This is an optimization exercise on Yosys and OpenROAD, whose aim is small area, a short achievable clock period and few clock cycles per item, not a production implementation.
Only simulation tests tie the RTL to the original design; equivalence was not proved.
Power is estimated from default activity; no workload was simulated.

==> flow/design.v <==
`default_nettype none
package kct_pkg;
	localparam logic CMD_ADD    = 1'b0;
	localparam logic CMD_REMOVE = 1'b1;
	localparam logic [2:0] STAT_UPDATED   = 3'd0;
	localparam logic [2:0] STAT_INSERTED  = 3'd1;
	localparam logic [2:0] STAT_FREED     = 3'd2;
	localparam logic [2:0] STAT_BAD_TAG   = 3'd3;
	localparam logic [2:0] STAT_IGNORED   = 3'd4;
	localparam logic [2:0] STAT_NOT_FOUND = 3'd5;
	localparam logic [2:0] STAT_FULL      = 3'd6;
	localparam int unsigned COUNT_W   = 31;
	localparam int unsigned TAG_IN_W  = 16;
	localparam int unsigned AMOUNT_W  = 32;
	localparam logic [COUNT_W-1:0] COUNT_MAX = '1;
	typedef struct packed {
		logic                       cmd;
		logic [TAG_IN_W-1:0]        tag_id;
		logic signed [AMOUNT_W-1:0] amount;
	} req_t;
	typedef struct packed {
		logic [2:0]         status;
		logic [COUNT_W-1:0] count_after;
		logic               saturated;
	} rsp_t;
	typedef enum logic [1:0] {
		S_IDLE,
		S_MATCH,
		S_EXEC
	} state_t;
	typedef struct packed {
		logic load_req;
		logic match_en;
		logic exec_en;
	} ctrl_cmd_t;
	typedef struct packed {
		logic rsp_stall;
	} dp_status_t;
endpackage
`default_nettype wire
`default_nettype none
module kct_ctrl (
	input  wire  clk,
	input  wire  arst_n,
	input  wire  req_valid,
	output logic req_ready,
	input  wire  rsp_ready,
	output logic rsp_valid,
	output logic load_p,
	output logic load_x,
	output logic x_busy,
	output logic exec,
	output logic o_from_s,
	output logic o_from_x,
	output logic s_from_x,
	output logic s_full
);
	logic p_valid_q;
	logic x_valid_q;
	logic o_valid_q;
	logic s_valid_q;
	logic pop;
	assign exec      = x_valid_q && !s_valid_q;
	assign load_x    = !x_valid_q || exec;
	assign load_p    = !p_valid_q || load_x;
	assign req_ready = load_p;
	assign x_busy    = x_valid_q;
	assign rsp_valid = o_valid_q;
	assign pop       = o_valid_q && rsp_ready;
	assign o_from_s  = s_valid_q && pop;
	assign o_from_x  = exec && (!o_valid_q || pop);
	assign s_from_x  = exec && o_valid_q && !pop;
	assign s_full    = s_valid_q;
	always_ff @(posedge clk or negedge arst_n) begin
		if (!arst_n) begin
			p_valid_q <= 1'b0;
		end else if (load_p) begin
			p_valid_q <= req_valid;
		end
	end
	always_ff @(posedge clk or negedge arst_n) begin
		if (!arst_n) begin
			x_valid_q <= 1'b0;
		end else if (load_x) begin
			x_valid_q <= p_valid_q;
		end
	end
	always_ff @(posedge clk or negedge arst_n) begin
		if (!arst_n) begin
			o_valid_q <= 1'b0;
			s_valid_q <= 1'b0;
		end else begin
			if (o_from_s) begin
				s_valid_q <= 1'b0;
			end else if (o_from_x) begin
				o_valid_q <= 1'b1;
			end else if (s_from_x) begin
				s_valid_q <= 1'b1;
			end else if (pop) begin
				o_valid_q <= 1'b0;
			end
		end
	end
endmodule
`default_nettype wire
`default_nettype none
module kct_dpath #(
	parameter int unsigned TABLE_DEPTH = 64,
	parameter int unsigned TAG_BITS    = 16
) (
	input  wire                 clk,
	input  wire                 arst_n,
	input  kct_pkg::req_t       req,
	input  wire                 load_p,
	input  wire                 load_x,
	input  wire                 x_busy,
	input  wire                 exec,
	input  wire                 o_from_s,
	input  wire                 o_from_x,
	input  wire                 s_from_x,
	input  wire                 s_full,
	output kct_pkg::rsp_t       rsp
);
	localparam int unsigned CW    = kct_pkg::COUNT_W;
	localparam int unsigned IDX_W = $clog2(TABLE_DEPTH);
	logic [TABLE_DEPTH-1:0] valid_q;
	logic [TAG_BITS-1:0]    tag_arr_q [TABLE_DEPTH];
	logic [CW-1:0]          cnt_arr_q [TABLE_DEPTH];
	logic                x_cmd;
	logic [TAG_BITS-1:0] x_tag;
	logic [CW-1:0]       x_raw;
	logic                x_tz;
	logic                x_ign;
	logic                hit;
	logic [IDX_W-1:0]    idx;
	logic [CW-1:0]       cur;
	logic [TABLE_DEPTH-1:0] m_hit_vec;
	logic [TAG_BITS-1:0]    m_tag;
	logic [TAG_BITS-1:0]    p_tag;
	assign m_tag = load_p ? req.tag_id[TAG_BITS-1:0] : p_tag;
	always_comb begin
		for (int i = 0; i < TABLE_DEPTH; i++) begin
			m_hit_vec[i] = valid_q[i] && (tag_arr_q[i] == m_tag);
		end
	end
	logic                   p_cmd;
	logic [CW-1:0]          p_raw;
	logic                   p_tz;
	logic                   p_ign;
	logic [TABLE_DEPTH-1:0] p_hit_vec;
	logic                   p_same;
	always_ff @(posedge clk) begin
		if (load_p) begin
			p_cmd     <= req.cmd;
			p_tag     <= req.tag_id[TAG_BITS-1:0];
			p_raw     <= req.amount[CW-1:0];
			p_tz      <= (req.tag_id == '0);
			p_ign     <= (req.amount == '0) || req.amount[kct_pkg::AMOUNT_W-1];
			p_same    <= x_busy && (x_tag == req.tag_id[TAG_BITS-1:0]);
		end
	end
	always_ff @(posedge clk) begin
		p_hit_vec <= m_hit_vec;
	end
	kct_pkg::rsp_t    rsp_o;
	kct_pkg::rsp_t    rsp_s;
	logic             a_hit_q;
	logic [IDX_W-1:0] a_idx_q;
	logic                   p_hit;
	logic [IDX_W-1:0]       p_idx;
	logic [CW-1:0]          p_cur;
	logic [CW-1:0]          p_rd;
	logic [IDX_W-1:0]       p_enc;
	kct_pkg::rsp_t          rsp_last;
	assign rsp_last = s_full ? rsp_s : rsp_o;
	always_comb begin
		p_rd  = '0;
		p_enc = '0;
		for (int i = 0; i < TABLE_DEPTH; i++) begin
			p_rd  = p_rd  | (cnt_arr_q[i] & {CW{p_hit_vec[i]}});
			p_enc = p_enc | (IDX_W'(i) & {IDX_W{p_hit_vec[i]}});
		end
		if (p_same) begin
			p_hit = a_hit_q;
			p_idx = a_idx_q;
			p_cur = rsp_last.count_after;
		end else begin
			p_hit = |p_hit_vec;
			p_idx = p_enc;
			p_cur = p_rd;
		end
	end
	logic                same;
	logic                post_hit;
	logic [IDX_W-1:0]    post_idx;
	kct_pkg::rsp_t       rsp_nxt;
	assign same = x_busy && (x_tag == p_tag);
	always_ff @(posedge clk) begin
		if (load_x) begin
			x_cmd <= p_cmd;
			x_tag <= p_tag;
			x_raw <= p_raw;
			x_tz  <= p_tz;
			x_ign <= p_ign;
			if (same) begin
				hit <= post_hit;
				idx <= post_idx;
				cur <= rsp_nxt.count_after;
			end else begin
				hit <= p_hit;
				idx <= p_idx;
				cur <= p_cur;
			end
		end
	end
	logic [TABLE_DEPTH-1:0] hit_dec;
	logic [TABLE_DEPTH-1:0] free_vec;
	logic [TABLE_DEPTH-1:0] free_first;
	logic                   free_any;
	logic [IDX_W-1:0]       free_idx;
	always_comb begin
		free_vec   = ~valid_q;
		free_first = free_vec & (~free_vec + 1'b1);
		free_any   = |free_vec;
		free_idx   = '0;
		for (int i = 0; i < TABLE_DEPTH; i++) begin
			hit_dec[i] = hit && (idx == IDX_W'(i));
			free_idx   = free_idx | (IDX_W'(i) & {IDX_W{free_first[i]}});
		end
	end
	logic          ok;
	logic [CW:0]   sum;
	logic [CW-1:0] add_val;
	logic [CW-1:0] diff;
	logic          gt;
	logic [CW-1:0] wr_data;
	logic          ins;
	logic          fre;
	assign ok       = !x_tz && !x_ign;
	assign sum      = {1'b0, cur} + {1'b0, x_raw};
	assign add_val  = sum[CW] ? kct_pkg::COUNT_MAX : sum[CW-1:0];
	assign diff     = cur - x_raw;
	assign gt       = cur > x_raw;
	assign wr_data  = !hit ? x_raw : (x_cmd == kct_pkg::CMD_ADD) ? add_val : diff;
	assign ins      = ok && (x_cmd == kct_pkg::CMD_ADD) && !hit && free_any;
	assign fre      = ok && (x_cmd == kct_pkg::CMD_REMOVE) && hit && !gt;
	assign post_hit = hit ? !fre : ins;
	assign post_idx = hit ? idx : free_idx;
	always_ff @(posedge clk) begin
		for (int i = 0; i < TABLE_DEPTH; i++) begin
			if (free_first[i]) begin
				tag_arr_q[i] <= x_tag;
			end
			if (exec && ok && (hit_dec[i] || free_first[i])) begin
				cnt_arr_q[i] <= wr_data;
			end
		end
	end
	always_ff @(posedge clk or negedge arst_n) begin
		if (!arst_n) begin
			valid_q <= '0;
		end else begin
			for (int i = 0; i < TABLE_DEPTH; i++) begin
				if (exec && ins && free_first[i]) valid_q[i] <= 1'b1;
				if (exec && fre && hit_dec[i])    valid_q[i] <= 1'b0;
			end
		end
	end
	always_comb begin
		rsp_nxt.status      = kct_pkg::STAT_UPDATED;
		rsp_nxt.count_after = '0;
		rsp_nxt.saturated   = 1'b0;
		if (x_tz) begin
			rsp_nxt.status = kct_pkg::STAT_BAD_TAG;
		end else if (x_ign) begin
			rsp_nxt.status      = kct_pkg::STAT_IGNORED;
			rsp_nxt.count_after = cur;
		end else if (x_cmd == kct_pkg::CMD_ADD) begin
			if (hit) begin
				rsp_nxt.count_after = add_val;
				rsp_nxt.saturated   = sum[CW];
			end else if (free_any) begin
				rsp_nxt.status      = kct_pkg::STAT_INSERTED;
				rsp_nxt.count_after = x_raw;
			end else begin
				rsp_nxt.status = kct_pkg::STAT_FULL;
			end
		end else begin
			if (!hit) begin
				rsp_nxt.status = kct_pkg::STAT_NOT_FOUND;
			end else if (!gt) begin
				rsp_nxt.status = kct_pkg::STAT_FREED;
			end else begin
				rsp_nxt.count_after = diff;
			end
		end
	end
	always_ff @(posedge clk) begin
		if (exec) begin
			a_hit_q       <= post_hit;
			a_idx_q       <= post_idx;
		end
	end
	always_ff @(posedge clk) begin
		if (o_from_s) begin
			rsp_o <= rsp_s;
		end else if (o_from_x) begin
			rsp_o <= rsp_nxt;
		end
		if (s_from_x) begin
			rsp_s <= rsp_nxt;
		end
	end
	assign rsp = rsp_o;
endmodule
`default_nettype wire
`default_nettype none
module keyed_count_table #(
	parameter int unsigned TABLE_DEPTH = 64,
	parameter int unsigned TAG_BITS    = 16
) (
	input  wire         clk,
	input  wire         arst_n,
	input  wire         req_valid,
	output logic        req_ready,
	input  wire         req_cmd,
	input  wire  [15:0] req_tag,
	input  wire  [31:0] req_amount,
	output logic        rsp_valid,
	input  wire         rsp_ready,
	output logic [2:0]  rsp_status,
	output logic [30:0] rsp_count,
	output logic        rsp_saturated
);
	kct_pkg::req_t req;
	kct_pkg::rsp_t rsp;
	assign req.cmd        = req_cmd;
	assign req.tag_id     = req_tag;
	assign req.amount     = req_amount;
	assign rsp_status     = rsp.status;
	assign rsp_count      = rsp.count_after;
	assign rsp_saturated  = rsp.saturated;
	logic load_p;
	logic load_x;
	logic x_busy;
	logic exec;
	logic o_from_s;
	logic o_from_x;
	logic s_from_x;
	logic s_full;
	kct_ctrl u_ctrl (
		.clk       (clk),
		.arst_n    (arst_n),
		.req_valid (req_valid),
		.req_ready (req_ready),
		.rsp_ready (rsp_ready),
		.rsp_valid (rsp_valid),
		.load_p    (load_p),
		.load_x    (load_x),
		.x_busy    (x_busy),
		.exec      (exec),
		.o_from_s  (o_from_s),
		.o_from_x  (o_from_x),
		.s_from_x  (s_from_x),
		.s_full    (s_full)
	);
	kct_dpath #(
		.TABLE_DEPTH (TABLE_DEPTH),
		.TAG_BITS    (TAG_BITS)
	) u_dpath (
		.clk      (clk),
		.arst_n   (arst_n),
		.req      (req),
		.load_p   (load_p),
		.load_x   (load_x),
		.x_busy   (x_busy),
		.exec     (exec),
		.o_from_s (o_from_s),
		.o_from_x (o_from_x),
		.s_from_x (s_from_x),
		.s_full   (s_full),
		.rsp      (rsp)
	);
endmodule
`default_nettype wire
Settings: LEC_CHECK=0, CAP_MARGIN=20, CORE_MARGIN=2, CORE_UTILIZATION=40, CTS_CLUSTER_DIAMETER=80, CTS_CLUSTER_SIZE=24, SETUP_SLACK_MARGIN=3.0, SLEW_MARGIN=20; clock period 7.0 ns.
run.sh (not shown) runs the stock make flow with config.mk's settings and CLKGATE_MAP_FILE= SYNTH_SCRIPT=/design/flow/synth_recipe.tcl, a recipe that flattens the netlist after the stock synthesis.
The baseline produced a clean layout.
Testbench counts at the start, summed over its fixed seeds: cycles 12,024, items 12,000.
Change:
--- a/flow/design.v
+++ b/flow/design.v
@@ -46,34 +46,23 @@
 	output logic req_ready,
 	input  wire  rsp_ready,
 	output logic rsp_valid,
 	output logic load_p,
 	output logic load_x,
 	output logic x_busy,
-	output logic exec,
-	output logic o_from_s,
-	output logic o_from_x,
-	output logic s_from_x,
-	output logic s_full
+	output logic exec
 );
 	logic p_valid_q;
 	logic x_valid_q;
 	logic o_valid_q;
-	logic s_valid_q;
-	logic pop;
-	assign exec      = x_valid_q && !s_valid_q;
+	assign exec      = x_valid_q && (!o_valid_q || rsp_ready);
 	assign load_x    = !x_valid_q || exec;
 	assign load_p    = !p_valid_q || load_x;
 	assign req_ready = load_p;
 	assign x_busy    = x_valid_q;
 	assign rsp_valid = o_valid_q;
-	assign pop       = o_valid_q && rsp_ready;
-	assign o_from_s  = s_valid_q && pop;
-	assign o_from_x  = exec && (!o_valid_q || pop);
-	assign s_from_x  = exec && o_valid_q && !pop;
-	assign s_full    = s_valid_q;
 	always_ff @(posedge clk or negedge arst_n) begin
 		if (!arst_n) begin
 			p_valid_q <= 1'b0;
 		end else if (load_p) begin
 			p_valid_q <= req_valid;
 		end
@@ -85,23 +74,16 @@
 			x_valid_q <= p_valid_q;
 		end
 	end
 	always_ff @(posedge clk or negedge arst_n) begin
 		if (!arst_n) begin
 			o_valid_q <= 1'b0;
-			s_valid_q <= 1'b0;
-		end else begin
-			if (o_from_s) begin
-				s_valid_q <= 1'b0;
-			end else if (o_from_x) begin
-				o_valid_q <= 1'b1;
-			end else if (s_from_x) begin
-				s_valid_q <= 1'b1;
-			end else if (pop) begin
-				o_valid_q <= 1'b0;
-			end
+		end else if (exec) begin
+			o_valid_q <= 1'b1;
+		end else if (rsp_ready) begin
+			o_valid_q <= 1'b0;
 		end
 	end
 endmodule
 `default_nettype wire
 `default_nettype none
 module kct_dpath #(
@@ -112,16 +94,12 @@
 	input  wire                 arst_n,
 	input  kct_pkg::req_t       req,
 	input  wire                 load_p,
 	input  wire                 load_x,
 	input  wire                 x_busy,
 	input  wire                 exec,
-	input  wire                 o_from_s,
-	input  wire                 o_from_x,
-	input  wire                 s_from_x,
-	input  wire                 s_full,
 	output kct_pkg::rsp_t       rsp
 );
 	localparam int unsigned CW    = kct_pkg::COUNT_W;
 	localparam int unsigned IDX_W = $clog2(TABLE_DEPTH);
 	logic [TABLE_DEPTH-1:0] valid_q;
 	logic [TAG_BITS-1:0]    tag_arr_q [TABLE_DEPTH];
@@ -160,22 +138,21 @@
 		end
 	end
 	always_ff @(posedge clk) begin
 		p_hit_vec <= m_hit_vec;
 	end
 	kct_pkg::rsp_t    rsp_o;
-	kct_pkg::rsp_t    rsp_s;
 	logic             a_hit_q;
 	logic [IDX_W-1:0] a_idx_q;
 	logic                   p_hit;
 	logic [IDX_W-1:0]       p_idx;
 	logic [CW-1:0]          p_cur;
 	logic [CW-1:0]          p_rd;
 	logic [IDX_W-1:0]       p_enc;
 	kct_pkg::rsp_t          rsp_last;
-	assign rsp_last = s_full ? rsp_s : rsp_o;
+	assign rsp_last = rsp_o;
 	always_comb begin
 		p_rd  = '0;
 		p_enc = '0;
 		for (int i = 0; i < TABLE_DEPTH; i++) begin
 			p_rd  = p_rd  | (cnt_arr_q[i] & {CW{p_hit_vec[i]}});
 			p_enc = p_enc | (IDX_W'(i) & {IDX_W{p_hit_vec[i]}});
@@ -299,20 +276,15 @@
 		if (exec) begin
 			a_hit_q       <= post_hit;
 			a_idx_q       <= post_idx;
 		end
 	end
 	always_ff @(posedge clk) begin
-		if (o_from_s) begin
-			rsp_o <= rsp_s;
-		end else if (o_from_x) begin
+		if (exec) begin
 			rsp_o <= rsp_nxt;
 		end
-		if (s_from_x) begin
-			rsp_s <= rsp_nxt;
-		end
 	end
 	assign rsp = rsp_o;
 endmodule
 `default_nettype wire
 `default_nettype none
 module keyed_count_table #(
@@ -341,45 +313,33 @@
 	assign rsp_count      = rsp.count_after;
 	assign rsp_saturated  = rsp.saturated;
 	logic load_p;
 	logic load_x;
 	logic x_busy;
 	logic exec;
-	logic o_from_s;
-	logic o_from_x;
-	logic s_from_x;
-	logic s_full;
 	kct_ctrl u_ctrl (
 		.clk       (clk),
 		.arst_n    (arst_n),
 		.req_valid (req_valid),
 		.req_ready (req_ready),
 		.rsp_ready (rsp_ready),
 		.rsp_valid (rsp_valid),
 		.load_p    (load_p),
 		.load_x    (load_x),
 		.x_busy    (x_busy),
-		.exec      (exec),
-		.o_from_s  (o_from_s),
-		.o_from_x  (o_from_x),
-		.s_from_x  (s_from_x),
-		.s_full    (s_full)
+		.exec      (exec)
 	);
 	kct_dpath #(
 		.TABLE_DEPTH (TABLE_DEPTH),
 		.TAG_BITS    (TAG_BITS)
 	) u_dpath (
 		.clk      (clk),
 		.arst_n   (arst_n),
 		.req      (req),
 		.load_p   (load_p),
 		.load_x   (load_x),
 		.x_busy   (x_busy),
 		.exec     (exec),
-		.o_from_s (o_from_s),
-		.o_from_x (o_from_x),
-		.s_from_x (s_from_x),
-		.s_full   (s_full),
 		.rsp      (rsp)
 	);
 endmodule
 `default_nettype wire
Outcome:
- Now the flow finished but failed the layout checks on max-capacitance violations, max-slew violations
- combinational power went down by 71%
- count of clock-buffer cells in the layout went down by 7
- final cell count stays flat
- core utilization went up by 0.20 points
- synthesized area went down by 1.3%
- cell area went down by 0.67%
- global-route usage went up by 0.51 points
- fmax went down by 1.3%
Testbench counts after the change, summed over its fixed seeds: cycles 12,024, items 12,000.

-- re-timing with driven ports --
The results above use ideal ports. As a check the final layouts listed here were re-extracted and re-timed, cells and wires unchanged.
Step 1, drivers: a clkbuf_16 drives clk and a buf_2 each remaining input, both assumed.
Step 2 times the ports against the registers' clock, not the clock port: input delays grow and output delays shrink by t, the midpoint of the rising clock arrivals with the driver on.
Three values: no drivers, after step 1, after step 2; two values: the first two.
| run | t (ns) | setup WS [ns] | latest minus earliest clock arrival (ns) | worst data-port slew with drivers (ns) | pins driven straight from the clock port |
|---|---|---|---|---|---|
| the first run | 1.014 | 2.928 / 2.928 / 2.311 | 0.100 / 0.099 | 0.06 | 1 |
| the second run | 0.986 | 2.875 / 2.875 / 1.916 | 0.109 / 0.109 | 0.12 | 1 |
For the second run, which loses most, drivers alone change the setup slack by 0.000 ns; drivers and shift together by -0.959 ns.
